This is an optimization exercise on Yosys and OpenROAD, whose aim is small area, a short achievable clock period and few clock cycles per item, not a production implementation.
RTL that was checked went through simulation tests only; none was proved equivalent to the original.
Only the layout flow was run in runs 1 to 3; the RTL was not checked for function there.

### flow/design.v
module aes_inv_cipher_iter #(
  parameter int NR    = 10,
  parameter int IDX_W = 4
) (
  input  logic             clk,
  input  logic             rst_n,
  input  logic             in_valid,
  output logic             in_ready,
  input  logic [127:0]     in_data,
  output logic [IDX_W-1:0] rk_idx,
  input  logic [127:0]     rk_data,
  output logic             out_valid,
  input  logic             out_ready,
  output logic [127:0]     out_data,
  output logic             busy
);
  function automatic logic [3:0] gf4_mul(input logic [3:0] a, input logic [3:0] b);
    logic [6:0] p;
    p = '0;
    for (int i = 0; i < 4; i++) p = p ^ ((b[i] ? 7'(a) : 7'd0) << i);
    if (p[6]) p = p ^ 7'b1100100;
    if (p[5]) p = p ^ 7'b0110010;
    if (p[4]) p = p ^ 7'b0011001;
    gf4_mul = p[3:0];
  endfunction
  function automatic logic [3:0] gf4_inv(input logic [3:0] a);
    case (a)
      4'h0: gf4_inv = 4'h0; 4'h1: gf4_inv = 4'h1; 4'h2: gf4_inv = 4'hc; 4'h3: gf4_inv = 4'h8; 4'h4: gf4_inv = 4'h6; 4'h5: gf4_inv = 4'hf; 4'h6: gf4_inv = 4'h4; 4'h7: gf4_inv = 4'he; 4'h8: gf4_inv = 4'h3; 4'h9: gf4_inv = 4'hd; 4'ha: gf4_inv = 4'hb; 4'hb: gf4_inv = 4'ha; 4'hc: gf4_inv = 4'h2; 4'hd: gf4_inv = 4'h9; 4'he: gf4_inv = 4'h7; 4'hf: gf4_inv = 4'h5;
      default: gf4_inv = 4'h0;
    endcase
  endfunction
  function automatic logic [11:0] sb_f1(input logic [7:0] b);
    logic [7:0] x;
    logic [3:0] a1, a0, d, di;
    x[0] = ~(b[1] ^ b[7]);
    x[1] = ~(b[1] ^ b[3] ^ b[7]);
    x[2] = b[1] ^ b[2] ^ b[6];
    x[3] = b[2] ^ b[3] ^ b[5] ^ b[6];
    x[4] = b[0] ^ b[4] ^ b[5];
    x[5] = ~(b[0] ^ b[1] ^ b[2] ^ b[4] ^ b[5] ^ b[7]);
    x[6] = ~(b[0] ^ b[3]);
    x[7] = b[3] ^ b[4] ^ b[5] ^ b[6];
    a1 = x[7:4];
    a0 = x[3:0];
    d  = {a1[1] ^ a1[2] ^ a0[2] ^ a0[3], a1[3] ^ a0[1] ^ a0[3], a1[0] ^ a1[2] ^ a1[3] ^ a0[3], a1[2] ^ a1[3] ^ a0[0] ^ a0[2] ^ a0[3]} ^ gf4_mul(a1, a0);
    di = gf4_inv(d);
    sb_f1 = {a1, a0, di};
  endfunction
  function automatic logic [7:0] sb_f2(input logic [11:0] v);
    sb_f2 = {gf4_mul(v[11:8], v[3:0]), gf4_mul(v[11:8] ^ v[7:4], v[3:0])};
  endfunction
  function automatic logic [7:0] sb_back(input logic [7:0] o);
    sb_back[0] = o[0] ^ o[1] ^ o[2] ^ o[3] ^ o[4] ^ o[5];
    sb_back[1] = o[4] ^ o[7];
    sb_back[2] = o[3] ^ o[4] ^ o[5] ^ o[7];
    sb_back[3] = o[3] ^ o[4] ^ o[7];
    sb_back[4] = o[1] ^ o[2] ^ o[4] ^ o[5];
    sb_back[5] = o[2] ^ o[3] ^ o[5] ^ o[6];
    sb_back[6] = o[1] ^ o[3] ^ o[5] ^ o[7];
    sb_back[7] = o[2] ^ o[3] ^ o[7];
  endfunction
  function automatic logic [7:0] xtime(input logic [7:0] a);
    xtime = {a[6:0], 1'b0} ^ (a[7] ? 8'h1b : 8'h00);
  endfunction
  function automatic logic [127:0] inv_mix_columns(input logic [127:0] s);
    logic [127:0] o;
    logic [7:0]   a0, a1, a2, a3, u, v, t;
    o = '0;
    for (int c = 0; c < 4; c++) begin
      a0 = s[127-32*c -: 8];
      a1 = s[119-32*c -: 8];
      a2 = s[111-32*c -: 8];
      a3 = s[103-32*c -: 8];
      u  = xtime(xtime(a0 ^ a2));
      v  = xtime(xtime(a1 ^ a3));
      a0 = a0 ^ u;
      a1 = a1 ^ v;
      a2 = a2 ^ u;
      a3 = a3 ^ v;
      t  = a0 ^ a1 ^ a2 ^ a3;
      o[127-32*c -: 8] = a0 ^ t ^ xtime(a0 ^ a1);
      o[119-32*c -: 8] = a1 ^ t ^ xtime(a1 ^ a2);
      o[111-32*c -: 8] = a2 ^ t ^ xtime(a2 ^ a3);
      o[103-32*c -: 8] = a3 ^ t ^ xtime(a3 ^ a0);
    end
    inv_mix_columns = o;
  endfunction
  logic [191:0] r1;
  logic [127:0] r0, r2;
  logic         v0, done0, v1, new1, v2;
  logic [3:0]   k0, k1, k2;        
  logic         hold0, frozen;
  logic [191:0] s1;
  logic [127:0] u, s2, s3;
  logic         ov_q, busy_q, ir_q, s_q, ir;
  logic [3:0]   idx_q;
  logic         v0_nx, done0_nx, v1_nx, new1_nx, v2_nx;
  logic [3:0]   k0_nx, k1_nx, k2_nx;
  assign out_valid = ov_q;
  assign busy      = busy_q;
  assign ir        = ir_q | (s_q & out_ready);
  assign in_ready  = ir;
  assign rk_idx    = (s_q & out_ready) ? 4'd10 : idx_q;
  assign out_data  = r0;
  function automatic logic [191:0] stage1(input logic [127:0] s);
    for (int r = 0; r < 4; r++)
      for (int c = 0; c < 4; c++)
        stage1[191-12*(r+4*c) -: 12] = sb_f1(s[127-8*(r+4*((c-r+4)%4)) -: 8]);
  endfunction
  function automatic logic [127:0] stage2(input logic [191:0] s, input logic raw);
    logic [11:0] v;
    for (int i = 0; i < 16; i++) begin
      v = s[191-12*i -: 12];
      stage2[127-8*i -: 8] = raw ? v[11:4] : sb_back(sb_f2(v));
    end
  endfunction
  assign s1 = stage1(r0);
  assign s2 = stage2(r1, new1) ^ rk_data;
  assign s3 = (k2 == 4'd10 || k2 == 4'd0) ? r2 : inv_mix_columns(r2);
  assign hold0  = v0 & done0 & !out_ready;
  assign frozen = hold0 & v2;
  always_ff @(posedge clk) begin
    if (!hold0)          r0 <= s3;
    if (!frozen || !v1)  r1 <= (ir_q | s_q) ? {in_data[127:120], 4'h0, in_data[119:112], 4'h0,
                                       in_data[111:104], 4'h0, in_data[103:96], 4'h0,
                                       in_data[95:88], 4'h0, in_data[87:80], 4'h0,
                                       in_data[79:72], 4'h0, in_data[71:64], 4'h0,
                                       in_data[63:56], 4'h0, in_data[55:48], 4'h0,
                                       in_data[47:40], 4'h0, in_data[39:32], 4'h0,
                                       in_data[31:24], 4'h0, in_data[23:16], 4'h0,
                                       in_data[15:8], 4'h0, in_data[7:0], 4'h0} : s1;
    if (!frozen)         r2 <= s2;
  end
  always_comb begin
    v0_nx = v0;  done0_nx = done0;  k0_nx = k0;
    v1_nx = v1;  new1_nx  = new1;   k1_nx = k1;
    v2_nx = v2;  k2_nx    = k2;
    if (!hold0) begin
      v0_nx    = v2;
      done0_nx = (k2 == 4'd0);
      k0_nx    = k2;
    end
    if (!frozen) begin
      v2_nx = v1;
      k2_nx = k1;
    end
    if (!frozen || !v1) begin
      if (ir) begin
        v1_nx   = in_valid;
        new1_nx = 1'b1;
        k1_nx   = 4'd10;
      end else begin
        v1_nx   = v0 & !done0;
        new1_nx = 1'b0;
        k1_nx   = k0 - 4'd1;
      end
    end
  end
  always_ff @(posedge clk or negedge rst_n) begin
    if (!rst_n) begin
      v0 <= 1'b0;  done0 <= 1'b0;  k0 <= 4'd0;
      v1 <= 1'b0;  new1  <= 1'b0;  k1 <= 4'd0;
      v2 <= 1'b0;  k2    <= 4'd0;
      ov_q   <= 1'b0;
      busy_q <= 1'b0;
      ir_q   <= 1'b1;
      s_q    <= 1'b0;
      idx_q  <= 4'd10;
    end else begin
      v0 <= v0_nx;  done0 <= done0_nx;  k0 <= k0_nx;
      v1 <= v1_nx;  new1  <= new1_nx;   k1 <= k1_nx;
      v2 <= v2_nx;  k2    <= k2_nx;
      ov_q   <= v0_nx & done0_nx;
      busy_q <= v0_nx | v1_nx | v2_nx;
      ir_q   <= !v0_nx | (done0_nx & !(v1_nx & v2_nx));
      s_q    <= v0_nx & done0_nx & v1_nx & v2_nx;
      idx_q  <= (v0_nx & !done0_nx) ? k0_nx - 4'd1 : ((v0_nx & done0_nx & v1_nx & v2_nx) ? k1_nx : 4'd10);
    end
  end
endmodule
### flow/run.sh
#!/bin/bash
# synth_recipe.tcl (not shown) runs the flow's synth.tcl, then flattens the netlist and writes it again
# the make line also repeats each setting of config.mk as NAME=value (left out here)
make -C /OpenROAD-flow-scripts/flow DESIGN_CONFIG=/design/flow/config.mk WORK_HOME=/design/flow/orfs CLKGATE_MAP_FILE= SYNTH_SCRIPT=/design/flow/synth_recipe.tcl finish
### flow/config.mk
export PLATFORM = sky130hd
export DESIGN_NAME = aes_inv_cipher_iter
export DESIGN_NICKNAME = aes_inv_cipher_iter
export VERILOG_FILES = /design/flow/design.v
export SDC_FILE = /design/flow/constraint.sdc
export NUM_CORES = 4
export LEC_CHECK = 0
export CAP_MARGIN = 20
export CORE_MARGIN = 2
export CORE_UTILIZATION = 30
export PLACE_DENSITY = 0.42
export SETUP_SLACK_MARGIN = 2.3
export SLEW_MARGIN = 20
### flow/constraint.sdc
create_clock -name core_clock -period 6.0 [get_ports {clk}]
set_input_delay 1.2000 -clock core_clock [delete_from_list [all_inputs] [get_ports {clk}]]
set_output_delay 1.2000 -clock core_clock [all_outputs]
set_load 0.01 [all_outputs]
==> results of run 1 <==
-- registers in the layout (all words and copies together) (netlist names) --
signal	flops
idx_q	4
done0	1
v1	1
r1	192
s_q	1
new1	1
k0	4
r2	128
busy_q	1
ov_q	1
k2	4
ir_q	1
k1	4
r0	128
v0	1
v2	1
-- cell usage in the layout (no fill, tap or decap), drive strengths merged, types with 32 or more instances in the layout --
cell / count
xnor3: 95
o22ai: 46
a211oi: 32
nor2: 303
xnor2: 1134
nor3: 139
nand2b: 58
clkbuf: 83
edfxtp: 448
inv: 103
and3: 35
o21ai: 492
nor2b: 50
o211ai: 33
nand2: 993
mux2i: 112
a22oi: 36
clkdlybuf4s50: 393
nand3: 93
a21oi: 232
a31oi: 32
xor2: 597
buf: 125
-- worst max-delay path by stage --
stage / start / to / slack [ns]
floorplan: out_ready / idx_q[2] / 1.03
global placement: r0[51] / r1[27] / 1.98
detailed placement: out_ready / r1[180] / 1.99
CTS: r1[190] / r2[126] / 2.30
global route: r1[182] / r2[126] / 2.10
finish: r1[165] / r2[109] / 2.45
-- cells by family after synthesis --
| group | Yosys count |
|---|---|
| flops | 473 |
| fa+ha+maj | 31 |
| simple gates | 1913 |
| buf+inv | 490 |
| mux | 149 |
| compound gates | 1194 |
| xor+xnor | 1848 |
-- per-stage QoR --
stage | utilization | setup WS [ns] | instance area, um^2 | std cells | hold slack (ns)
floorplan | - | 1.03 | 52500 | 6098 | 0.463
global placement | 0.334 | 1.98 | 58100 | 8453 | 0.506
detailed placement | 0.334 | 1.99 | 58100 | 8453 | 0.506
CTS | 0.347 | 2.30 | 60400 | 8583 | 0.523
global route | 0.354 | 2.10 | 61600 | 8686 | 0.544
finish | 0.354 | 2.45 | 61600 | 8688 | 0.522
-- worst max-delay path: cells and delay by family (launching register included) --
family           cells  cell delay (ns)
XOR/XNOR             3             1.11
AO/OA/AOI/OAI        3             0.69
flip-flops           1             0.65
AND/OR/NAND/NOR      1             0.48
multiplexers         1             0.36
-- layer usage --
metal	up-vias	GRT usage	share of wire
met5	-	0	0.00064
met4	16	0.0545	0.023
met3	169	0.0246	0.035
met2	809	0.327	0.49
met1	20700	0.252	0.45
li1	21500	-	-
-- timing repair --
action                                  CTS  global route
pin swaps                                 0             3
gates resized for setup                  10            61
endpoints found under the setup margin   23            68
setup buffers                             3            95
endpoints found under the hold margin     0             0
-- final cells by class --
| class | instances | share of cell area |
|---|---|---|
| inverter | 100 | 0.00632 |
| sequential | 473 | 0.229 |
| multi-input combinational | 5135 | 0.599 |
| clock buffer | 83 | 0.0303 |
| clock inverter | 44 | 0.00654 |
| timing repair buffer | 519 | 0.0815 |
| tap | 2325 | 0.0472 |
| antenna | 9 | 0.000366 |
==> qor.csv, run 1 <==
metric,value,unit
DR WL/cell,20.5,um
Pre-antenna DRT Iters,7,
vias per inst,4.97,
Pins Over Slew Limit,0,
Seq cells post-synth,473,
hold depth,1,
Longest Clk Path Bufs,3,
DR vias,43200,
max-cap violation count,0,
Final Cycle Share,0.591,
GRT overflow,0,
final hold violations,0,
Core Region,174000,um^2
Starting Density,0.302,
H-tree depth,3,
Synth Warn #,1,
Hold WC Path Type,reg -> reg,
CP startpoint kind,flip-flop,
relative slew slack,0.289,
Die Wd,422,um
CP cell instances,xor2_1 -> xnor2_1 -> a22oi_1 -> o22ai_1 -> a221o_1 -> xnor3_1 -> mux2_2 -> or4_1,
Synth Area in Adders,0.00676,
Worst Path Max Fanout,12,
# port buffers,394,
Skew-Pair Late Insertion Delay,0.69,ns
P&R area growth vs syn,17.2,%
RePlAce Congestion,0.870,
largest family of logic cells by synthesized area,XOR/XNOR gates,
r2r setup slk,2.45,ns
Register Area,14100,um^2
Die ar.,178000,um^2
DP HPWL,134,mm
multiplexer share of the synthesized area,0.0306,
antenna violations before repair,31,
setup violators final,0,
Max Clock Skew,0.0406,ns
reg2reg end,r2[109],
Yosys top cell area share,0.256,
Tot GR Track Use,0.191,
Post-Syn Instances,6098,
Final nets,6577,
Post-synth top flop,edfxtp_1,
post-synthesis xor/xnor area fraction,0.347,
area of the multi-input gates,36900,um^2
Post-DRT Antenna Nets,0,
Starting DRT DRC Count,2856,
vias in the first global route,41400,
worst r2r src,r1[165],
final WL,178,mm
fillcell total,17900,
RSZ-0062 raised after global routing,true,
Synth Area in Simple Gates,0.166,
hold_sp,k1[2],
post-synth cell types,110,
hold buffers post-CTS,0,
Worst-path clk slew,0.05,ns
minimum clock period,3.55,ns
Post-synth top cells,"1107 x xnor2_1, 993 x nand2_1, 576 x xor2_1",
"Avg Cell Area, Syn",8.61,um^2
Post-synth EDFFs,448,
row count,153,
pin count of the biggest net entering global routing,157,
CTS Buf Count,70,
first-pass GRT wire length,264,mm
slowest cell on the critical path,edfxtp_1,
Synth Area in Compound Gates,0.142,
Worst Path Required,6.39,ns
Async SR Flop Fraction,0.0529,
worst slew pin tran,1.07,ns
die height,422,um
WP data arrival,3.94,ns
maximum clock frequency,282,MHz
Top Ports,395,
clock tree from TritonCTS,yes,
critical path class,reg -> reg,
Post-Syn Nets,6376,
most instantiated library cell after synthesis,xnor2_1,
setup TNS,0,ns
"slowest stage delay, CP",0.65,ns
CTS root buf,clkbuf_16,
Reg2Reg Depth,8,
Synth Cell Area,52500,um^2
status,finished clean,
fraction of layout cells with a size suffix above 1,0.0746,
sequential share of the synthesized area,0.268,
synth top area cells,"edfxtp_1 26%, xnor2_1 18%, xor2_1 9.6%",
Hold EP,k2[2],
leading area contributor after synthesis,edfxtp_1,
Clock Sinks,473,
Residual DRC,0,
CP Capture Type,flip-flop,
==> run 2: changes to the inputs <==
==> flow/flow/run.sh (new file) <==
#!/bin/bash
# Layout flow: the standard flow (standard.sh), with two changes.
#  1. After the standard synthesis, the combinational logic is mapped again by Yosys/ABC with
#     ABC's default area-oriented script; every register instance of the standard synthesis is
#     kept as it is (same name, same cell). See resynth.ys.
#  2. The port buffers are buf_1 cells (buffer_ports otherwise picks clkdlybuf4s50_1).
# Each tool's output goes to a log file in this folder.
set -euo pipefail
export BUFFER_PORTS_ARGS="-buffer_cell sky130_fd_sc_hd__buf_1"
R=orfs/results/sky130hd/aes_inv_cipher_iter/base

bash standard.sh synth > standard_synth.log 2>&1

cp $R/1_2_yosys.v $R/1_2_yosys_standard.v
LIB=$FLOW_HOME/platforms/sky130hd/lib/sky130_fd_sc_hd__tt_025C_1v80.lib
DONT_USE=$(sed -n '/^export DONT_USE_CELLS += /,/^$/p' $FLOW_HOME/platforms/sky130hd/config.mk \
  | grep -o 'sky130_fd_sc_hd__[A-Za-z0-9_]*' | sed 's/^/-dont_use /' | tr '\n' ' ')
SEQ=$(grep -o 'sky130_fd_sc_hd__[A-Za-z0-9_]*' $R/1_2_yosys_standard.v | sort -u | grep -E '__(e?dfx|e?dfr|e?dfs|e?dfb|sdf|dl|sedf)' | tr '\n' ' ')
sed -e "s#@SEQ@#$SEQ#g" -e "s#@LIB@#$LIB#g" -e "s#@NETLIST@#$R/1_2_yosys_standard.v#g" -e "s#@OUT@#$R/1_2_yosys.v#g" \
    -e "s#@DONT_USE@#$DONT_USE#g" flow/resynth.ys > resynth_run.ys
yosys -l resynth.log -q resynth_run.ys > resynth_stdout.log 2>&1
rm -f $R/1_synth.odb $R/1_synth.sdc

bash standard.sh > standard.log 2>&1
==> flow/flow/resynth.ys (new file) <==
# Map the combinational logic of the standard synthesis again; keep the registers as they are.
read_liberty -ignore_miss_func @LIB@
read_verilog @NETLIST@
hierarchy -top aes_inv_cipher_iter
# the register cells stay instances of their library cells; everything else is flattened
setattr -mod -set keep_hierarchy 1 @SEQ@
flatten
rename -hide w:*.*
hierarchy -top aes_inv_cipher_iter
opt -purge
abc -liberty @LIB@ @DONT_USE@
opt_clean -purge
hilomap -singleton -hicell sky130_fd_sc_hd__conb_1 HI -locell sky130_fd_sc_hd__conb_1 LO
blackbox @SEQ@
stat -liberty @LIB@
write_verilog -noattr -noexpr -nohex -nodec @OUT@
==> flow/standard.sh (new file) <==
#!/bin/bash
# synth_recipe.tcl (not shown) runs the flow's synth.tcl, then flattens the netlist and writes it again
# the make line also repeats each setting of config.mk as NAME=value (left out here)
make -C /OpenROAD-flow-scripts/flow DESIGN_CONFIG=/design/flow/config.mk WORK_HOME=/design/flow/orfs CLKGATE_MAP_FILE= SYNTH_SCRIPT=/design/flow/synth_recipe.tcl "${@:-finish}"
--- a/flow/config.mk
+++ b/flow/config.mk
@@ -9,5 +9,5 @@
 export CORE_MARGIN = 2
 export CORE_UTILIZATION = 30
 export PLACE_DENSITY = 0.42
-export SETUP_SLACK_MARGIN = 2.3
+export SETUP_SLACK_MARGIN = 2.5
 export SLEW_MARGIN = 20
removed: flow/run.sh
==> qor.csv, run 2 <==
metric,value,unit,change
Largest Register,r1,,
hold buffers post-CTS,0,,unchanged
Post-Syn Nets,5513,,-14%
setup violators final,0,,unchanged
RePlAce Congestion,0.866,,-0.41%
Pre-antenna DRT Iters,5,,-2
critical path's top delay family,XOR/XNOR gates,,
"most common cell after layout, fill and taps aside",xnor2_1,,
DR vias,38700,,-11%
Clock Sinks,473,,unchanged
vias in the first global route,36800,,-11%
minimum clock period,3.35,ns,-0.196 ns
H-tree depth,3,,unchanged
row count,143,,-6.5%
met2 usage in global routing,0.294,,-0.0324
Die ar.,157000,um^2,-12%
final non-filler cell total,7868,,-9.4%
placed cells,7698,,-8.9%
Core Region,152000,um^2,-13%
Hold WC Path Type,reg -> reg,,
# port buffers,394,,unchanged
r2r setup slk,2.65,ns,+0.20 ns
setup TNS,0,ns,unchanged
Synth Cell Area,46000,um^2,-12%
fraction of layout cells with a size suffix above 1,0.0450,,-0.0296
final WL,155,mm,-13%
"slowest stage delay, CP",0.59,ns,-0.06 ns
antenna violations before repair,27,,-13%
GRT overflow,0,,unchanged
"Buf+Inv Stages, Crit Path",0,,unchanged
Starting DRT DRC Count,2764,,-3.2%
worst r2r src,r0[107],,
final hold violations,0,,unchanged
clock tree from TritonCTS,yes,,
Worst Path Max Fanout,11,,-1
Max Clock Skew,0.0380,ns,-0.00264 ns
Pins Over Slew Limit,0,,unchanged
Final nets,6033,,-8.3%
maximum clock frequency,298,MHz,+5.8%
CTS Buf Count,68,,-2.9%
Top Ports,395,,unchanged
slowest cell on the critical path,edfxtp_1,,
Worst-path clk slew,0.06,ns,about the same
GR Layer Usage met1,0.272,,+0.0196
critical path class,reg -> reg,,
CP cell instances,xor2_2 -> xor2_1 -> nand2_1 -> and4_1 -> nor3_1 -> xnor2_2 -> xnor2_1 -> or3b_1 -> a31oi_1,,
RSZ-0062 raised after global routing,false,,
Starting Density,0.303,,+0.000763
Worst Path Required,6.49,ns,+0.10 ns
Hold EP,k2[2],,
CP startpoint kind,flip-flop,,
DR WL/cell,19.7,um,-4.0%
hold_sp,k1[2],,
pin count of the biggest net entering global routing,137,,-13%
WP data arrival,3.84,ns,-0.10 ns
CTS root buf,clkbuf_16,,
GRT Max-Usage Layer,met2,,
Reg2Reg Depth,9,,+1
vias per inst,4.91,,-1.2%
hold depth,1,,unchanged
Skew-Pair Late Insertion Delay,0.66,ns,-0.03 ns
worst slew pin tran,0.960,ns,-0.106 ns
max-cap violation count,0,,unchanged
met3 GRT Util,0.0409,,+0.0163
relative slew slack,0.358,,+0.0682
status,finished clean,,
fillcell total,15900,,-11%
reg2reg end,r1[63],,
Layout Utilization,0.353,,-0.000916
"Avg Cell Area, Syn",8.76,um^2,+1.7%
P&R area growth vs syn,16.6,%,
die height,396,um,-6.3%
first-pass GRT wire length,231,mm,-12%
Tot GR Track Use,0.191,,about the same
DP HPWL,116,mm,-13%
most frequent cells in the layout,"1229 x xnor2_1, 817 x nand2_1, 560 x xor2_1",,
Post-DRT Antenna Nets,0,,unchanged
Residual DRC,0,,unchanged
CP Capture Type,flip-flop,,
Longest Clk Path Bufs,3,,unchanged
Die Wd,396,um,-6.3%
Post-Syn Instances,5253,,-14%
Synth Warn #,1,,unchanged
Final Cycle Share,0.558,,-0.0327
max FFs per register,192,,unchanged
top flop regs,"r1 x192, r0 x128, r2 x128",,
run 2: cell types whose count changed in the layout (fill, tap and decap cells not counted), sizes merged, moves of 84 or more:
cell,change
clkdlybuf4s50,-393
buf,+325
o21ai,-101
xnor2,+138
nand2,-175
a21oi,+137
inv,-96
nor3,-100
nor2,+84
run 2: what timing repair did:
action | CTS | global route
pin swaps | 0 | 2
buffers inserted | 2 | 33
gates resized for setup | 18 | 71
setup endpoints to repair | 25 | 125
run 2: worst max path at each step:
stage	cells after the start	startpoint	slack (ns)	endpoint
6_report	9	r0[107]	2.65	r1[63]
5_1_grt	10	r1[167]	2.50	r2[106]
4_1_cts	10	r0[75]	2.51	r1[14]
3_5_place_dp	5	out_ready	1.83	r1[90]
3_3_place_gp	5	out_ready	1.87	r1[90]
2_1_floorplan	5	k2[1]	1.53	r0[30]
run 2: final cells by class:
class,count,area (um^2),share of cell area
inverters,73,294,0.00548
well taps,2030,2540,0.0473
flip-flops and latches,473,14100,0.262
clock buffers,76,1820,0.0338
diodes,12,30.0,0.000559
multi-input cells,4707,32400,0.603
clock inverters,47,601,0.0112
repair buffers,450,1960,0.0365
run 2: metal layers:
metal,share of wire,routed length [um]
met5,0.00088,136
met4,0.022,3480
met3,0.058,8930
met2,0.44,68300
met1,0.48,73800
run 2: stage by stage:
step           cell area [um^2]  setup WS [ns]  hold WS [ns]
6_report                  53700           2.65         0.494
5_1_grt                   53700           2.50         0.529
4_1_cts                   52900           2.51         0.486
3_5_place_dp              50300           1.83         0.487
3_3_place_gp              50300           1.87         0.493
2_1_floorplan             46100           1.53         0.464
==> run 3: changes to the inputs <==
--- a/flow/flow/run.sh
+++ b/flow/flow/run.sh
@@ -16,7 +16,7 @@
 DONT_USE=$(sed -n '/^export DONT_USE_CELLS += /,/^$/p' $FLOW_HOME/platforms/sky130hd/config.mk \
   | grep -o 'sky130_fd_sc_hd__[A-Za-z0-9_]*' | sed 's/^/-dont_use /' | tr '\n' ' ')
 SEQ=$(grep -o 'sky130_fd_sc_hd__[A-Za-z0-9_]*' $R/1_2_yosys_standard.v | sort -u | grep -E '__(e?dfx|e?dfr|e?dfs|e?dfb|sdf|dl|sedf)' | tr '\n' ' ')
-sed -e "s#@SEQ@#$SEQ#g" -e "s#@LIB@#$LIB#g" -e "s#@NETLIST@#$R/1_2_yosys_standard.v#g" -e "s#@OUT@#$R/1_2_yosys.v#g" \
+sed -e "s#@ABC@#$PWD/flow/resynth.abc#g" -e "s#@SEQ@#$SEQ#g" -e "s#@LIB@#$LIB#g" -e "s#@NETLIST@#$R/1_2_yosys_standard.v#g" -e "s#@OUT@#$R/1_2_yosys.v#g" \
     -e "s#@DONT_USE@#$DONT_USE#g" flow/resynth.ys > resynth_run.ys
 yosys -l resynth.log -q resynth_run.ys > resynth_stdout.log 2>&1
 rm -f $R/1_synth.odb $R/1_synth.sdc
==> flow/flow/resynth.abc (new file) <==
strash; &get -n; &st; &syn2; &dch -f; &nf; &put
--- a/flow/flow/resynth.ys
+++ b/flow/flow/resynth.ys
@@ -8,7 +8,7 @@
 rename -hide w:*.*
 hierarchy -top aes_inv_cipher_iter
 opt -purge
-abc -liberty @LIB@ @DONT_USE@
+abc -liberty @LIB@ @DONT_USE@ -script @ABC@
 opt_clean -purge
 hilomap -singleton -hicell sky130_fd_sc_hd__conb_1 HI -locell sky130_fd_sc_hd__conb_1 LO
 blackbox @SEQ@
==> qor.csv, run 3 <==
metric,value,unit,change
final worst slack,2.60,ns,-0.0493 ns
worst hold slack,0.505,ns,+0.0104 ns
antenna violations before repair,25,,-7.4%
fraction of layout cells with a size suffix above 1,0.0559,,+0.0110
Worst Path Required,6.50,ns,about the same
DP HPWL,126,mm,+8.3%
fillcell total,16100,,+1.1%
critical path class,reg -> reg,,
Starting DRT DRC Count,2774,,+0.36%
Post-Syn Nets,5613,,+1.8%
max-cap violation count,0,,unchanged
Worst-path clk slew,0.06,ns,about the same
maximum clock frequency,294,MHz,-1.4%
Register Area,14100,um^2,unchanged
relative slew slack,0.308,,-0.0500
final hold violations,0,,unchanged
Tot GR Track Use,0.202,,+0.0110
setup TNS,0,ns,unchanged
Reg2Reg Depth,9,,unchanged
Hold EP,k2[3],,
GRT overflow,0,,unchanged
met3 routed wirelength,10.2,mm,+14%
final non-filler cell total,8026,,+2.0%
pin count of the biggest net entering global routing,104,,-24%
WP data arrival,3.90,ns,+0.06 ns
minimum clock period,3.40,ns,+0.0493 ns
most frequent cells in the layout,"1178 x xnor2_1, 774 x nand2_1, 555 x xor2_1",,
worst slew pin tran,1.04,ns,+0.0783 ns
hold_sp,k1[3],,
RSZ-0062 raised after global routing,true,,
r2r setup slk,2.60,ns,-0.05 ns
Top Ports,395,,unchanged
Clock Sinks,473,,unchanged
DR WL/cell,20.6,um,+4.9%
final instance area,54700,um^2,+1.9%
Die ar.,158000,um^2,+1.1%
Largest Register,r1,,
Post-Syn Instances,5353,,+1.9%
final WL,165,mm,+7.0%
Core Region,154000,um^2,+1.3%
met2 WL post-DR,77.1,mm,+13%
Hold WC Path Type,reg -> reg,,
"most common cell after layout, fill and taps aside",xnor2_1,,
hold depth,1,,unchanged
Starting Density,0.302,,-0.000618
CP Capture Type,flip-flop,,
vias in the first global route,37500,,+1.9%
DP Area,50900,um^2,+1.0%
Longest Clk Path Bufs,3,,unchanged
placed cells,7816,,+1.5%
max FFs per register,192,,unchanged
Final Cycle Share,0.567,,+0.00822
area of the multi-input gates,33100,um^2,+2.3%
# port buffers,394,,unchanged
Synth Cell Area,46500,um^2,+1.1%
DR top layer,met5,,
Max Clock Skew,0.0312,ns,-0.00678 ns
DR vias,39700,,+2.8%
row count,144,,+0.70%
Synth Warn #,1,,unchanged
hold buffers post-CTS,0,,unchanged
worst r2r src,r0[84],,
setup slack at placement,2.23,ns,+0.399 ns
die height,398,um,+0.54%
reg2reg end,r1[73],,
first-pass GRT wire length,244,mm,+5.5%
Residual DRC,0,,unchanged
Worst Path Max Fanout,9,,-2
Pins Over Slew Limit,0,,unchanged
met1 wire length,75.0,mm,+1.6%
H-tree depth,3,,unchanged
Skew-Pair Late Insertion Delay,0.65,ns,about the same
Post-DRT Antenna Nets,0,,unchanged
CP startpoint kind,flip-flop,,
clock tree from TritonCTS,yes,,
vias per inst,4.95,,+0.77%
Pre-antenna DRT Iters,5,,unchanged
P&R area growth vs syn,17.5,%,
"Avg Cell Area, Syn",8.69,um^2,-0.80%
Layout Utilization,0.355,,+0.00195
CTS Buf Count,69,,+1.5%
RePlAce Congestion,0.885,,+2.1%
Die Wd,398,um,+0.54%
setup violators final,0,,unchanged
status,finished clean,,
top flop regs,"r1 x192, r0 x128, r2 x128",,
CTS root buf,clkbuf_16,,
Final nets,6178,,+2.4%
-- run 3: layout make-up --
class,count,share of cell area
diodes,12,0.000549
clock buffers,81,0.0343
clock inverters,42,0.00867
inverters,82,0.00577
multi-input cells,4799,0.605
flip-flops and latches,473,0.258
well taps,2044,0.0468
repair buffers,493,0.0411
-- run 3: metal layers --
metal | GRT usage | up-vias
met5 | 0 | -
li1 | - | 19700
met1 | 0.276 | 19000
met4 | 0.0460 | 26
met2 | 0.330 | 854
met3 | 0.0366 | 159
-- run 3: how the worst max path moves through the flow --
stage          startpoint  endpoint  cells after the start
6_report           r0[84]    r1[73]                      9
5_1_grt           r0[107]    r1[61]                     10
4_1_cts            r0[37]    r1[98]                     10
2_1_floorplan   out_ready  idx_q[1]                      5
3_3_place_gp       r0[83]    r1[72]                      9
3_5_place_dp       r0[37]    r1[99]                     10
-- run 3: worst max-delay path, cell delays in order (launching register included) --
cell and delay [ns]:
edfxtp_1 0.52, xnor3_2 0.60, xor2_2 0.39, a21oi_1 0.08, a2111o_1 0.40, a32oi_1 0.24, xnor2_2 0.18, and2_0 0.23
or4_1 0.46, a21oi_1 0.14
-- run 3: timing repair --
action                                  CTS  global route
gates resized for setup                  25            98
buffers inserted                          7            67
pin swaps                                 1             6
cloned                                    0             1
endpoints found under the setup margin   28            96
==> run 4: changes to the inputs <==
--- a/flow/design.v
+++ b/flow/design.v
@@ -92,15 +92,14 @@
   logic         hold0, frozen;
   logic [191:0] s1;
   logic [127:0] u, s2, s3;
-  logic         ov_q, busy_q, ir_q, s_q, ir;
+  logic         ov_q, busy_q, ir_q;
   logic [3:0]   idx_q;
   logic         v0_nx, done0_nx, v1_nx, new1_nx, v2_nx;
   logic [3:0]   k0_nx, k1_nx, k2_nx;
   assign out_valid = ov_q;
   assign busy      = busy_q;
-  assign ir        = ir_q | (s_q & out_ready);
-  assign in_ready  = ir;
-  assign rk_idx    = (s_q & out_ready) ? 4'd10 : idx_q;
+  assign in_ready  = ir_q;
+  assign rk_idx    = idx_q;
   assign out_data  = r0;
   function automatic logic [191:0] stage1(input logic [127:0] s);
     for (int r = 0; r < 4; r++)
@@ -121,7 +120,7 @@
   assign frozen = hold0 & v2;
   always_ff @(posedge clk) begin
     if (!hold0)          r0 <= s3;
-    if (!frozen || !v1)  r1 <= (ir_q | s_q) ? {in_data[127:120], 4'h0, in_data[119:112], 4'h0,
+    if (!frozen || !v1)  r1 <= ir_q ? {in_data[127:120], 4'h0, in_data[119:112], 4'h0,
                                        in_data[111:104], 4'h0, in_data[103:96], 4'h0,
                                        in_data[95:88], 4'h0, in_data[87:80], 4'h0,
                                        in_data[79:72], 4'h0, in_data[71:64], 4'h0,
@@ -145,7 +144,7 @@
       k2_nx = k1;
     end
     if (!frozen || !v1) begin
-      if (ir) begin
+      if (ir_q) begin
         v1_nx   = in_valid;
         new1_nx = 1'b1;
         k1_nx   = 4'd10;
@@ -164,7 +163,6 @@
       ov_q   <= 1'b0;
       busy_q <= 1'b0;
       ir_q   <= 1'b1;
-      s_q    <= 1'b0;
       idx_q  <= 4'd10;
     end else begin
       v0 <= v0_nx;  done0 <= done0_nx;  k0 <= k0_nx;
@@ -173,7 +171,6 @@
       ov_q   <= v0_nx & done0_nx;
       busy_q <= v0_nx | v1_nx | v2_nx;
       ir_q   <= !v0_nx | (done0_nx & !(v1_nx & v2_nx));
-      s_q    <= v0_nx & done0_nx & v1_nx & v2_nx;
       idx_q  <= (v0_nx & !done0_nx) ? k0_nx - 4'd1 : ((v0_nx & done0_nx & v1_nx & v2_nx) ? k1_nx : 4'd10);
     end
   end
--- a/flow/flow/run.sh
+++ b/flow/flow/run.sh
@@ -16,7 +16,7 @@
 DONT_USE=$(sed -n '/^export DONT_USE_CELLS += /,/^$/p' $FLOW_HOME/platforms/sky130hd/config.mk \
   | grep -o 'sky130_fd_sc_hd__[A-Za-z0-9_]*' | sed 's/^/-dont_use /' | tr '\n' ' ')
 SEQ=$(grep -o 'sky130_fd_sc_hd__[A-Za-z0-9_]*' $R/1_2_yosys_standard.v | sort -u | grep -E '__(e?dfx|e?dfr|e?dfs|e?dfb|sdf|dl|sedf)' | tr '\n' ' ')
-sed -e "s#@ABC@#$PWD/flow/resynth.abc#g" -e "s#@SEQ@#$SEQ#g" -e "s#@LIB@#$LIB#g" -e "s#@NETLIST@#$R/1_2_yosys_standard.v#g" -e "s#@OUT@#$R/1_2_yosys.v#g" \
+sed -e "s#@SEQ@#$SEQ#g" -e "s#@LIB@#$LIB#g" -e "s#@NETLIST@#$R/1_2_yosys_standard.v#g" -e "s#@OUT@#$R/1_2_yosys.v#g" \
     -e "s#@DONT_USE@#$DONT_USE#g" flow/resynth.ys > resynth_run.ys
 yosys -l resynth.log -q resynth_run.ys > resynth_stdout.log 2>&1
 rm -f $R/1_synth.odb $R/1_synth.sdc
--- a/flow/flow/resynth.ys
+++ b/flow/flow/resynth.ys
@@ -8,7 +8,7 @@
 rename -hide w:*.*
 hierarchy -top aes_inv_cipher_iter
 opt -purge
-abc -liberty @LIB@ @DONT_USE@ -script @ABC@
+abc -liberty @LIB@ @DONT_USE@
 opt_clean -purge
 hilomap -singleton -hicell sky130_fd_sc_hd__conb_1 HI -locell sky130_fd_sc_hd__conb_1 LO
 blackbox @SEQ@
--- a/flow/config.mk
+++ b/flow/config.mk
@@ -7,7 +7,7 @@
 export LEC_CHECK = 0
 export CAP_MARGIN = 20
 export CORE_MARGIN = 2
-export CORE_UTILIZATION = 30
-export PLACE_DENSITY = 0.42
+export CORE_UTILIZATION = 50
+export PLACE_DENSITY = 0.6
 export SETUP_SLACK_MARGIN = 2.5
 export SLEW_MARGIN = 20
removed: flow/flow/resynth.abc
==> qor.csv, run 4 <==
metric,value,unit,change
status,finished clean,,
Residual DRC,0,,unchanged
RSZ-0062 raised after global routing,true,,
DP Area,48700,um^2,-4.2%
final non-filler cell total,6780,,-16%
worst hold slack,0.491,ns,-0.0139 ns
max-cap violation count,0,,unchanged
Post-Syn Instances,5039,,-5.9%
Top Ports,395,,unchanged
max FFs per register,192,,unchanged
fraction of layout cells with a size suffix above 1,0.0403,,-0.0156
Post-DRT Antenna Nets,0,,unchanged
cell mode on critical path,xnor2_1,,
setup violators final,0,,unchanged
RePlAce Congestion,0.942,,+6.5%
WP data arrival,3.75,ns,-0.15 ns
Worst Path Required,6.32,ns,-0.18 ns
die height,306,um,-23%
CP cell instances,xor2_1 -> xor2_1 -> xnor2_1 -> xnor2_1 -> xnor2_1 -> xnor2_1 -> a21oi_1,,
Die Wd,306,um,-23%
Worst-path clk slew,0.06,ns,about the same
maximum clock frequency,292,MHz,-0.79%
antenna violations before repair,16,,-36%
final instance area,51400,um^2,-5.9%
setup TNS,0,ns,unchanged
Tot GR Track Use,0.273,,+0.0706
critical path class,reg -> reg,,
final worst slack,2.57,ns,-0.0270 ns
DP HPWL,98.8,mm,-21%
# port buffers,394,,unchanged
Core Region,90100,um^2,-41%
Worst Path Max Fanout,4,,-5
Die ar.,93500,um^2,-41%
Pre-antenna DRT Iters,5,,unchanged
Final Cycle Share,0.571,,+0.00450
pin count of the biggest net entering global routing,189,,+82%
hold buffers post-CTS,0,,unchanged
minimum clock period,3.43,ns,+0.0270 ns
final WL,133,mm,-20%
"most common cell after layout, fill and taps aside",xnor2_1,,
worst slew pin tran,1.04,ns,+0.00338 ns
final hold violations,0,,unchanged
Largest Register,r1,,
fillcell total,8258,,-49%
setup slack at placement,2.25,ns,+0.0167 ns
placed cells,6623,,-15%
vias per inst,5.56,,+12%
"Buf+Inv Stages, Crit Path",0,,unchanged
relative slew slack,0.305,,-0.00225
Hold WC Path Type,reg -> reg,,
"slowest stage delay, CP",0.66,ns,+0.06 ns
Max Clock Skew,0.0175,ns,-0.0137 ns
H-tree depth,2,,-1
Post-Syn Nets,5299,,-5.6%
row count,110,,-24%
first-pass GRT wire length,201,mm,-18%
"Avg Cell Area, Syn",9.03,um^2,+3.9%
DR WL/cell,19.6,um,-4.9%
Starting Density,0.505,,+0.203
clock tree from TritonCTS,yes,,
Synth Cell Area,45500,um^2,-2.2%
Layout Utilization,0.571,,+0.216
Longest Clk Path Bufs,3,,unchanged
slowest cell on the critical path,a21oi_1,,
GRT overflow,0,,unchanged
critical path's top delay family,XOR/XNOR gates,,
CTS root buf,clkbuf_16,,
Starting DRT DRC Count,2963,,+6.8%
CP startpoint kind,flip-flop,,
top flop regs,"r1 x192, r0 x128, r2 x128",,
Pins Over Slew Limit,0,,unchanged
CP Capture Type,flip-flop,,
DR vias,37700,,-5.2%
Final nets,5814,,-5.9%
P&R area growth vs syn,13.0,%,
vias in the first global route,34800,,-7.1%
Synth Warn #,1,,unchanged
Clock Sinks,472,,-0.21%
CTS Buf Count,60,,-13%
most frequent cells in the layout,"1171 x xnor2_1, 797 x nand2_1, 564 x xor2_1",,
Skew-Pair Late Insertion Delay,0.65,ns,about the same
## run 4: final cells by class
| class | instances | area [um^2] | area share |
|---|---|---|---|
| diodes | 1 | 2.50 | 0.0000486 |
| clock buffers | 70 | 1610 | 0.0313 |
| multi-input cells | 4498 | 31600 | 0.614 |
| well taps | 1176 | 1470 | 0.0286 |
| clock inverters | 41 | 434 | 0.00844 |
| inverters | 69 | 299 | 0.00581 |
| repair buffers | 453 | 1960 | 0.0381 |
| flip-flops and latches | 472 | 14100 | 0.273 |
## run 4: path summary, 6_finish.rpt
path	from	end	slack (ns)	cells after the start
max	r2[22]	r0[21]	2.57	7
min	k1[1]	k2[1]	0.49	1
max reg2reg	r2[22]	r0[21]	2.57	7
min reg2reg	k1[1]	k2[1]	0.49	1
max in group asynchronous	rst_n	idx_q[1]	5.17	2
min in group asynchronous	rst_n	ov_q	0.54	2
## run 4: per-layer routing
layer,vias to the layer above,routed length (um),track usage
li1,18600,-,-
met3,207,7730,0.0397
met4,32,3400,0.0692
met1,17900,61100,0.387
met5,-,198,0
met2,1007,60500,0.437
## run 4: repair_timing
item | 4_1_cts | 5_1_grt
cloned | 0 | 0
endpoints found under the setup margin | 7 | 54
pin swaps | 0 | 4
setup buffers | 4 | 41
gates resized for setup | 5 | 50
## run 4: worst register-to-register path, stage by stage, from the launching register on
cell	delay [ns]
edfxtp_1	0.44
xor2_1	0.57
xor2_1	0.26
xnor2_1	0.42
xnor2_1	0.23
xnor2_1	0.39
xnor2_1	0.15
a21oi_1	0.66
Testbench counts of run 4, summed over its fixed seeds: cycles 2,192, blocks 192.
==> run 5: changes to the inputs <==
--- a/flow/config.mk
+++ b/flow/config.mk
@@ -7,7 +7,7 @@
 export LEC_CHECK = 0
 export CAP_MARGIN = 20
 export CORE_MARGIN = 2
-export CORE_UTILIZATION = 50
-export PLACE_DENSITY = 0.6
+export CORE_UTILIZATION = 30
+export PLACE_DENSITY = 0.42
 export SETUP_SLACK_MARGIN = 2.5
 export SLEW_MARGIN = 20
==> qor.csv, run 5 <==
metric,value,unit,change
fillcell total,15600,,+89%
DR WL/cell,20.2,um,+3.2%
final hold violations,0,,unchanged
Starting Density,0.303,,-0.202
relative slew slack,0.344,,+0.0385
max FFs per register,192,,unchanged
Worst Path Required,6.41,ns,+0.09 ns
vias in the first global route,36000,,+3.3%
Clock Sinks,472,,unchanged
area of the multi-input gates,31800,um^2,+0.61%
critical path class,reg -> reg,,
Residual DRC,0,,unchanged
fraction of layout cells with a size suffix above 1,0.0431,,+0.00278
Skew-Pair Late Insertion Delay,0.66,ns,about the same
# port buffers,394,,unchanged
row count,142,,+29%
CTS root buf,clkbuf_16,,
first-pass GRT wire length,231,mm,+15%
P&R area growth vs syn,16.1,%,
final WL,155,mm,+16%
Synth Cell Area,45500,um^2,unchanged
antenna violations before repair,32,,+16
RePlAce Congestion,0.844,,-10%
Die Wd,394,um,+29%
Tot GR Track Use,0.194,,-0.0792
vias per inst,4.90,,-12%
Layout Utilization,0.351,,-0.219
Die ar.,155000,um^2,+66%
Max Clock Skew,0.0277,ns,+0.0102 ns
maximum clock frequency,296,MHz,+1.4%
Pre-antenna DRT Iters,5,,unchanged
Pins Over Slew Limit,0,,unchanged
WP data arrival,3.79,ns,+0.04 ns
Largest Register,r1,,
top flop regs,"r1 x192, r0 x128, r2 x128",,
Longest Clk Path Bufs,3,,unchanged
Post-Syn Nets,5299,,unchanged
DR vias,37500,,-0.50%
Hold WC Path Type,reg -> reg,,
status,finished clean,,
Worst Path Max Fanout,13,,+9
CP Capture Type,flip-flop,,
"most common cell after layout, fill and taps aside",xnor2_1,,
pin count of the biggest net entering global routing,156,,-17%
die height,394,um,+29%
GRT overflow,0,,unchanged
H-tree depth,3,,+1
Core Region,150000,um^2,+67%
Final nets,5821,,+0.12%
CP startpoint kind,flip-flop,,
Starting DRT DRC Count,2561,,-14%
Final Cycle Share,0.563,,-0.00771
Post-Syn Instances,5039,,unchanged
DP HPWL,117,mm,+18%
Register Area,14100,um^2,unchanged
clock tree from TritonCTS,yes,,
setup violators final,0,,unchanged
setup TNS,0,ns,unchanged
max-cap violation count,0,,unchanged
Top Ports,395,,unchanged
Post-DRT Antenna Nets,0,,unchanged
worst slew pin tran,0.984,ns,-0.0577 ns
most frequent cells in the layout,"1166 x xnor2_1, 797 x nand2_1, 557 x xor2_1",,
CTS Buf Count,66,,+10%
Synth Warn #,1,,unchanged
RSZ-0062 raised after global routing,true,,
minimum clock period,3.38,ns,-0.0463 ns
"Avg Cell Area, Syn",9.03,um^2,unchanged
Worst-path clk slew,0.07,ns,about the same
[run 5: per-layer routing]
metal  part of all wire  up-vias  global-route usage
met1               0.48    17900               0.276
li1                   -    18600                   -
met5            0.00087        -                   0
met4              0.019       22              0.0425
met3              0.053      166              0.0343
met2               0.45      825               0.304
[run 5: layout make-up]
class	instances	area share
Antenna cell	17	0.000805
Tap cell	2016	0.0477
Multi-Input combinational cell	4498	0.602
Timing Repair Buffer	454	0.0373
Inverter	69	0.00568
Clock inverter	41	0.00637
Sequential cell	472	0.266
Clock buffer	79	0.0340
[run 5: worst max-delay path, cell delays in order, from the launching register on]
cell       delay (ns)
edfxtp_1         0.56
xor2_2           0.59
nand2_1          0.23
a32o_1           0.27
a221oi_1         0.29
a41oi_1          0.11
xnor2_1          0.50
nor3_1           0.15
a2111oi_0        0.45
[run 5: final timing paths]
check                      startpoint  cells past startpoint  endpoint  slack, ns
setup / recovery               r0[60]                      8    r1[85]       2.62
hold / removal                  k1[3]                      1     k2[3]       0.48
setup reg to reg               r0[60]                      8    r1[85]       2.62
hold reg to reg                 k1[3]                      1     k2[3]       0.48
max in group asynchronous       rst_n                      2      ir_q       5.19
min in group asynchronous       rst_n                      2     k2[3]       0.51
[run 5: repair_timing]
item,in CTS,in global routing
setup endpoints to repair,16,61
buffers inserted,8,35
pin swaps,1,3
gates cloned,0,0
resized for setup,17,59
hold buffers,0,0
[run 5: per-stage QoR]
step	area [um^2]	hold WS (ns)	std cells	setup slack, ns
finish	52800	0.480	7646	2.62
global route	52800	0.501	7636	2.24
CTS	52100	0.463	7594	2.50
detailed placement	49800	0.481	7466	2.18
global placement	49800	0.482	7466	2.27
floorplan	45600	0.443	5039	1.92
==> run 6: changes to the inputs <==
--- a/flow/design.v
+++ b/flow/design.v
@@ -92,14 +92,15 @@
   logic         hold0, frozen;
   logic [191:0] s1;
   logic [127:0] u, s2, s3;
-  logic         ov_q, busy_q, ir_q;
+  logic         ov_q, busy_q, ir_q, s_q, ir, sel_q;
   logic [3:0]   idx_q;
   logic         v0_nx, done0_nx, v1_nx, new1_nx, v2_nx;
   logic [3:0]   k0_nx, k1_nx, k2_nx;
   assign out_valid = ov_q;
   assign busy      = busy_q;
-  assign in_ready  = ir_q;
-  assign rk_idx    = idx_q;
+  assign ir        = ir_q | (s_q & out_ready);
+  assign in_ready  = ir;
+  assign rk_idx    = (s_q & out_ready) ? 4'd10 : idx_q;
   assign out_data  = r0;
   function automatic logic [191:0] stage1(input logic [127:0] s);
     for (int r = 0; r < 4; r++)
@@ -120,14 +121,9 @@
   assign frozen = hold0 & v2;
   always_ff @(posedge clk) begin
     if (!hold0)          r0 <= s3;
-    if (!frozen || !v1)  r1 <= ir_q ? {in_data[127:120], 4'h0, in_data[119:112], 4'h0,
-                                       in_data[111:104], 4'h0, in_data[103:96], 4'h0,
-                                       in_data[95:88], 4'h0, in_data[87:80], 4'h0,
-                                       in_data[79:72], 4'h0, in_data[71:64], 4'h0,
-                                       in_data[63:56], 4'h0, in_data[55:48], 4'h0,
-                                       in_data[47:40], 4'h0, in_data[39:32], 4'h0,
-                                       in_data[31:24], 4'h0, in_data[23:16], 4'h0,
-                                       in_data[15:8], 4'h0, in_data[7:0], 4'h0} : s1;
+    if (!frozen || !v1)
+      for (int i = 0; i < 16; i++)
+        r1[191-12*i -: 12] <= {sel_q ? in_data[127-8*i -: 8] : s1[191-12*i -: 8], s1[183-12*i -: 4]};
     if (!frozen)         r2 <= s2;
   end
   always_comb begin
@@ -144,7 +140,7 @@
       k2_nx = k1;
     end
     if (!frozen || !v1) begin
-      if (ir_q) begin
+      if (ir) begin
         v1_nx   = in_valid;
         new1_nx = 1'b1;
         k1_nx   = 4'd10;
@@ -163,6 +159,8 @@
       ov_q   <= 1'b0;
       busy_q <= 1'b0;
       ir_q   <= 1'b1;
+      s_q    <= 1'b0;
+      sel_q  <= 1'b1;
       idx_q  <= 4'd10;
     end else begin
       v0 <= v0_nx;  done0 <= done0_nx;  k0 <= k0_nx;
@@ -171,6 +169,8 @@
       ov_q   <= v0_nx & done0_nx;
       busy_q <= v0_nx | v1_nx | v2_nx;
       ir_q   <= !v0_nx | (done0_nx & !(v1_nx & v2_nx));
+      s_q    <= v0_nx & done0_nx & v1_nx & v2_nx;
+      sel_q  <= !v0_nx | done0_nx;
       idx_q  <= (v0_nx & !done0_nx) ? k0_nx - 4'd1 : ((v0_nx & done0_nx & v1_nx & v2_nx) ? k1_nx : 4'd10);
     end
   end
--- a/flow/config.mk
+++ b/flow/config.mk
@@ -9,5 +9,5 @@
 export CORE_MARGIN = 2
 export CORE_UTILIZATION = 30
 export PLACE_DENSITY = 0.42
-export SETUP_SLACK_MARGIN = 2.5
+export SETUP_SLACK_MARGIN = 2.2
 export SLEW_MARGIN = 20
==> qor.csv, run 6 <==
metric,value,unit,change
fraction of layout cells with a size suffix above 1,0.0263,,-0.0168
CP Capture Type,flip-flop,,
worst r2r src,r0[75],,
Clock Sinks,474,,+0.42%
Worst Setup EP,r1[14],,
Post-Syn Instances,4561,,-9.5%
Worst Setup SP,r0[75],,
first-pass GRT wire length,206,mm,-11%
Starting Density,0.301,,-0.00142
most frequent cells in the layout,"1177 x xnor2_1, 703 x nand2_1, 592 x xor2_1",,
row count,139,,-2.1%
Final Cycle Share,0.579,,+0.0157
Crit path depth,9,,+1
top flop regs,"r1 x192, r0 x128, r2 x128",,
Hold WC Path Type,reg -> reg,,
DP HPWL,106,mm,-9.0%
final WL,138,mm,-11%
Max Clock Skew,0.0358,ns,+0.00809 ns
Die ar.,147000,um^2,-5.1%
antenna violations before repair,21,,-34%
pin count of the biggest net entering global routing,178,,+14%
vias per inst,4.70,,-4.2%
Die Wd,383,um,-2.6%
Final nets,5296,,-9.0%
Residual DRC,0,,unchanged
RePlAce Congestion,0.847,,+0.38%
reg2reg end,r1[14],,
Synth Cell Area,43200,um^2,-5.1%
Worst-path clk slew,0.06,ns,about the same
"Buf+Inv Stages, Crit Path",0,,unchanged
"Avg Cell Area, Syn",9.47,um^2,+4.8%
Longest Clk Path Bufs,3,,unchanged
Synth Warn #,1,,unchanged
DR vias,32900,,-12%
max FFs per register,192,,unchanged
Worst Path Required,6.43,ns,+0.02 ns
final hold violations,0,,unchanged
die height,383,um,-2.6%
vias in the first global route,32000,,-11%
r2r setup slk,2.53,ns,-0.09 ns
maximum clock frequency,288,MHz,-2.7%
setup TNS,0,ns,unchanged
RSZ-0062 raised after global routing,false,,
minimum clock period,3.47,ns,+0.0940 ns
CTS Buf Count,61,,-7.6%
max-cap violation count,0,,unchanged
DR WL/cell,19.8,um,-2.4%
Post-DRT Antenna Nets,0,,unchanged
Largest Register,r1,,
H-tree depth,2,,-1
GRT overflow,0,,unchanged
Reg2Reg Depth,9,,+1
setup violators final,0,,unchanged
relative slew slack,0.320,,-0.0241
clock tree from TritonCTS,yes,,
slowest cell on the critical path,xnor2_1,,
# port buffers,394,,unchanged
Pre-antenna DRT Iters,6,,+1
Core Region,143000,um^2,-4.7%
Starting DRT DRC Count,1790,,-30%
Pins Over Slew Limit,0,,unchanged
CP cell instances,xnor2_1 -> xnor2_1 -> or2_0 -> o21ai_0 -> a221oi_1 -> xnor3_1 -> or2_0 -> mux2i_1 -> a21o_1,,
"slowest stage delay, CP",0.60,ns,about the same
CP startpoint kind,flip-flop,,
Post-Syn Nets,4821,,-9.0%
worst hold slack,0.493,ns,+0.0125 ns
"most common cell after layout, fill and taps aside",xnor2_1,,
Top Ports,395,,unchanged
critical path class,reg -> reg,,
CTS root buf,clkbuf_16,,
P&R area growth vs syn,14.3,%,
Worst Path Max Fanout,8,,-5
fillcell total,14900,,-4.4%
Tot GR Track Use,0.183,,-0.0108
status,finished clean,,
WP data arrival,3.91,ns,+0.12 ns
Skew-Pair Late Insertion Delay,0.67,ns,about the same
worst slew pin tran,1.01,ns,+0.0288 ns
critical path's top delay family,XOR/XNOR gates,,
-- run 6: cell types whose count changed in the layout (fill, tap and decap cells not counted), sizes merged, moves of 15 or more --
cell    before   now
xnor2     1193  1178
nand3       50    24
nor2       357   293
clkinv      97    75
clkbuf      79    64
o211ai      32    12
a21oi      291   209
buf        454   412
mux2        25    44
o21ai      360   287
a31oi       36    17
nand2      798   704
-- run 6: worst reg2reg max path: stages, from the launching register on --
cell	delay, ns
edfxtp_1	0.53
xnor2_1	0.25
xnor2_1	0.60
or2_0	0.18
o21ai_0	0.07
a221oi_1	0.55
xnor3_1	0.49
or2_0	0.26
mux2i_1	0.13
a21o_1	0.18
-- run 6: how the worst min path moves through the flow --
stage	startpoint	to	slack [ns]	depth (start not counted)
6_report	k1[1]	k2[1]	0.49	1
5_1_grt	rst_n	idx_q[0]	0.52	2
4_1_cts	rst_n	idx_q[2]	0.46	2
3_5_place_dp	k1[3]	k2[3]	0.48	1
3_3_place_gp	k1[3]	k2[3]	0.48	1
2_1_floorplan	v1	busy_q	0.44	1
-- run 6: final cells by class --
type	instances	area, um^2	area share
multi-input combinational	4035	28900	0.586
sequential	474	14100	0.286
tap	1903	2380	0.0482
timing repair buffer	412	1640	0.0332
clock buffer	64	1540	0.0311
clock inverter	50	558	0.0113
inverter	52	210	0.00426
antenna	9	22.5	0.000456
-- run 6: through the flow --
stage	std cells	setup WS (ns)	utilization	instance area [um^2]
CTS	6989	2.37	0.344	49300
detailed placement	6875	2.37	0.330	47300
global placement	6875	2.47	0.330	47300
global route	6995	2.27	0.345	49400
finish	6999	2.53	0.345	49400
floorplan	4561	1.94	-	43200
-- run 6: repair_timing --
item                       CTS  global route
setup endpoints to repair    0             3
gates resized for setup      0             1
setup buffers                0             1
hold buffers                 0             0
-- run 6: layer usage --
metal,routed length (um),global-route usage
met5,90,0
met4,3540,0.0476
met3,6920,0.0322
met2,62200,0.290
met1,65600,0.256
Testbench counts of run 6, summed over its fixed seeds: cycles 2,136, blocks 192.
==> run 7: changes to the inputs <==
--- a/flow/config.mk
+++ b/flow/config.mk
@@ -9,5 +9,5 @@
 export CORE_MARGIN = 2
 export CORE_UTILIZATION = 30
 export PLACE_DENSITY = 0.42
-export SETUP_SLACK_MARGIN = 2.2
+export SETUP_SLACK_MARGIN = 2.8
 export SLEW_MARGIN = 20
==> qor.csv, run 7 <==
metric,value,unit,change
hold depth,1,,unchanged
vias per inst,4.68,,-0.45%
die height,383,um,unchanged
fraction of layout cells with a size suffix above 1,0.0924,,+0.0660
Core Region,143000,um^2,unchanged
Top Ports,395,,unchanged
Max Clock Skew,0.0343,ns,-0.00143 ns
P&R area growth vs syn,20.4,%,
Hold WC Path Type,reg -> reg,,
final WL,140,mm,+1.4%
RSZ-0062 raised after global routing,true,,
DR vias,33400,,+1.4%
# port buffers,394,,unchanged
antenna violations before repair,15,,-29%
hold buffers post-CTS,0,,unchanged
Reg2Reg Depth,9,,unchanged
Skew-Pair Late Insertion Delay,0.68,ns,about the same
GRT overflow,0,,unchanged
Worst Path Required,6.41,ns,-0.02 ns
status,finished clean,,
hold_sp,k1[3],,
Pre-antenna DRT Iters,7,,+1
RePlAce Congestion,0.850,,+0.37%
first-pass GRT wire length,206,mm,+0.16%
placed cells,6873,,-0.029%
Die Wd,383,um,unchanged
minimum clock period,3.11,ns,-0.366 ns
Synth Warn #,1,,unchanged
Longest Clk Path Bufs,3,,unchanged
DR WL/cell,19.7,um,-0.41%
setup TNS,0,ns,unchanged
Die ar.,147000,um^2,unchanged
Worst Setup SP,r1[141],,
Largest Register,r1,,
"most common cell after layout, fill and taps aside",xnor2_1,,
max-cap violation count,0,,unchanged
critical path class,reg -> reg,,
Starting DRT DRC Count,1879,,+5.0%
Clock Sinks,474,,unchanged
max FFs per register,192,,unchanged
Final Cycle Share,0.518,,-0.0610
Worst-path clk slew,0.06,ns,about the same
Starting Density,0.301,,unchanged
most frequent cells in the layout,"1086 x xnor2_1, 703 x nand2_1, 507 x xor2_1",,
Worst Path Max Fanout,10,,+2
"Avg Cell Area, Syn",9.47,um^2,unchanged
CP startpoint kind,flip-flop,,
relative slew slack,0.313,,-0.00683
WP data arrival,3.52,ns,-0.39 ns
Synth Cell Area,43200,um^2,unchanged
Post-Syn Nets,4821,,unchanged
Residual DRC,0,,unchanged
pin count of the biggest net entering global routing,137,,-23%
maximum clock frequency,322,MHz,+12%
Post-DRT Antenna Nets,0,,unchanged
DP HPWL,106,mm,about the same
CP Capture Type,flip-flop,,
setup violators final,0,,unchanged
H-tree depth,2,,unchanged
CTS root buf,clkbuf_16,,
Pins Over Slew Limit,0,,unchanged
vias in the first global route,32000,,-0.072%
top flop regs,"r1 x192, r0 x128, r2 x128",,
clock tree from TritonCTS,yes,,
worst slew pin tran,1.03,ns,+0.0175 ns
Final nets,5426,,+2.5%
Post-Syn Instances,4561,,unchanged
final hold violations,0,,unchanged
row count,139,,unchanged
final non-filler cell total,7129,,+1.9%
worst r2r src,r1[141],,
CTS Buf Count,60,,-1.6%
Tot GR Track Use,0.184,,+0.000869
run 7: metal layers:
metal / track usage / routed length (um) / vias up / part of all wire
met3: 0.0300 / 6950 / 123 / 0.050
li1: - / - / 16700 / -
met5: 0 / 52 / - / 0.00037
met2: 0.299 / 65200 / 538 / 0.46
met1: 0.254 / 65400 / 15900 / 0.47
met4: 0.0422 / 2700 / 10 / 0.019
run 7: path summary, 6_finish.rpt:
check | slack [ns] | to
worst max-delay path | 2.89 | r2[90]
worst min-delay path | 0.49 | k2[3]
worst max register to register | 2.89 | r2[90]
worst min register to register | 0.49 | k2[3]
max in group asynchronous | 5.19 | idx_q[1]
min in group asynchronous | 0.50 | s_q
run 7: final cells by class:
| class | count | area (um^2) |
|---|---|---|
| Multi-Input combinational cell | 4035 | 30600 |
| Clock buffer | 67 | 1590 |
| Fill cell | 14800 | 91300 |
| Clock inverter | 46 | 417 |
| Inverter | 52 | 236 |
| Sequential cell | 474 | 14100 |
| Timing Repair Buffer | 543 | 2640 |
| Antenna cell | 9 | 22.5 |
| Tap cell | 1903 | 2380 |
run 7: timing repair:
item | in CTS | in global routing
resized for setup | 58 | 184
pin swaps | 3 | 19
buffers inserted | 15 | 119
endpoints found under the hold margin | 0 | 0
endpoints found under the setup margin | 59 | 144
gates cloned | 0 | 0
run 7: per-stage QoR:
stage,instance area [um^2],util,hold WS (ns),setup WS (ns)
after CTS,49800,0.347,0.443,2.76
final,52000,0.363,0.493,2.89
after global placement,47300,0.330,0.483,2.26
after global routing,52000,0.363,0.491,2.67
after floorplan,43300,-,0.444,1.94
after detailed placement,47300,0.330,0.481,2.27
run 7: worst max-delay path, stage by stage (launching register included):
cell	delay (ns)
edfxtp_1	0.57
xor2_2	0.34
nand2_1	0.09
xnor3_1	0.38
xor2_1	0.33
xnor2_2	0.22
xor2_2	0.27
xnor3_1	0.25
o21ai_0	0.28
xor2_1	0.10

-- what the ideal ports hide --
No port has a modelled driver above. Below, the same layouts with a new extraction and two added sets of constraints. Step 1: set_driving_cell puts a clkbuf_16 on clk and a buf_2 on each other input, an assumption about the parent block. Step 2 adds t to the input delays and takes it off the output delays; t is the mean of the earliest and latest rising clock arrival at the registers after step 1. Input paths then give back, and output paths get back, about the clock's delay inside the block. a / b / c = no drivers / after step 1 / after step 2; a / b = the first two.
| run | shift t [ns] | setup slack, ns | worst register clock-pin slew, ns | worst data-port slew with drivers (ns) |
|---|---|---|---|---|
| run 1 | 0.747 | 2.453 / 2.453 / 2.176 | 0.07 / 0.07 | 0.20 |
| run 2 | 0.719 | 2.649 / 2.649 / 2.067 | 0.07 / 0.07 | 0.15 |
| run 3 | 0.722 | 2.600 / 2.600 / 2.458 | 0.06 / 0.06 | 0.22 |
| run 4 | 0.709 | 2.573 / 2.573 / 2.415 | 0.07 / 0.07 | 0.14 |
| run 5 | 0.725 | 2.619 / 2.619 / 2.619 | 0.07 / 0.07 | 0.18 |
| run 6 | 0.731 | 2.525 / 2.525 / 2.519 | 0.06 / 0.06 | 0.18 |
| run 7 | 0.738 | 2.891 / 2.891 / 2.425 | 0.07 / 0.07 | 0.16 |
After both steps setup and hold are still met in every run listed. The setup slack of run 2, which loses most, moves by 0.000 ns with the drivers and by -0.582 ns with both steps.
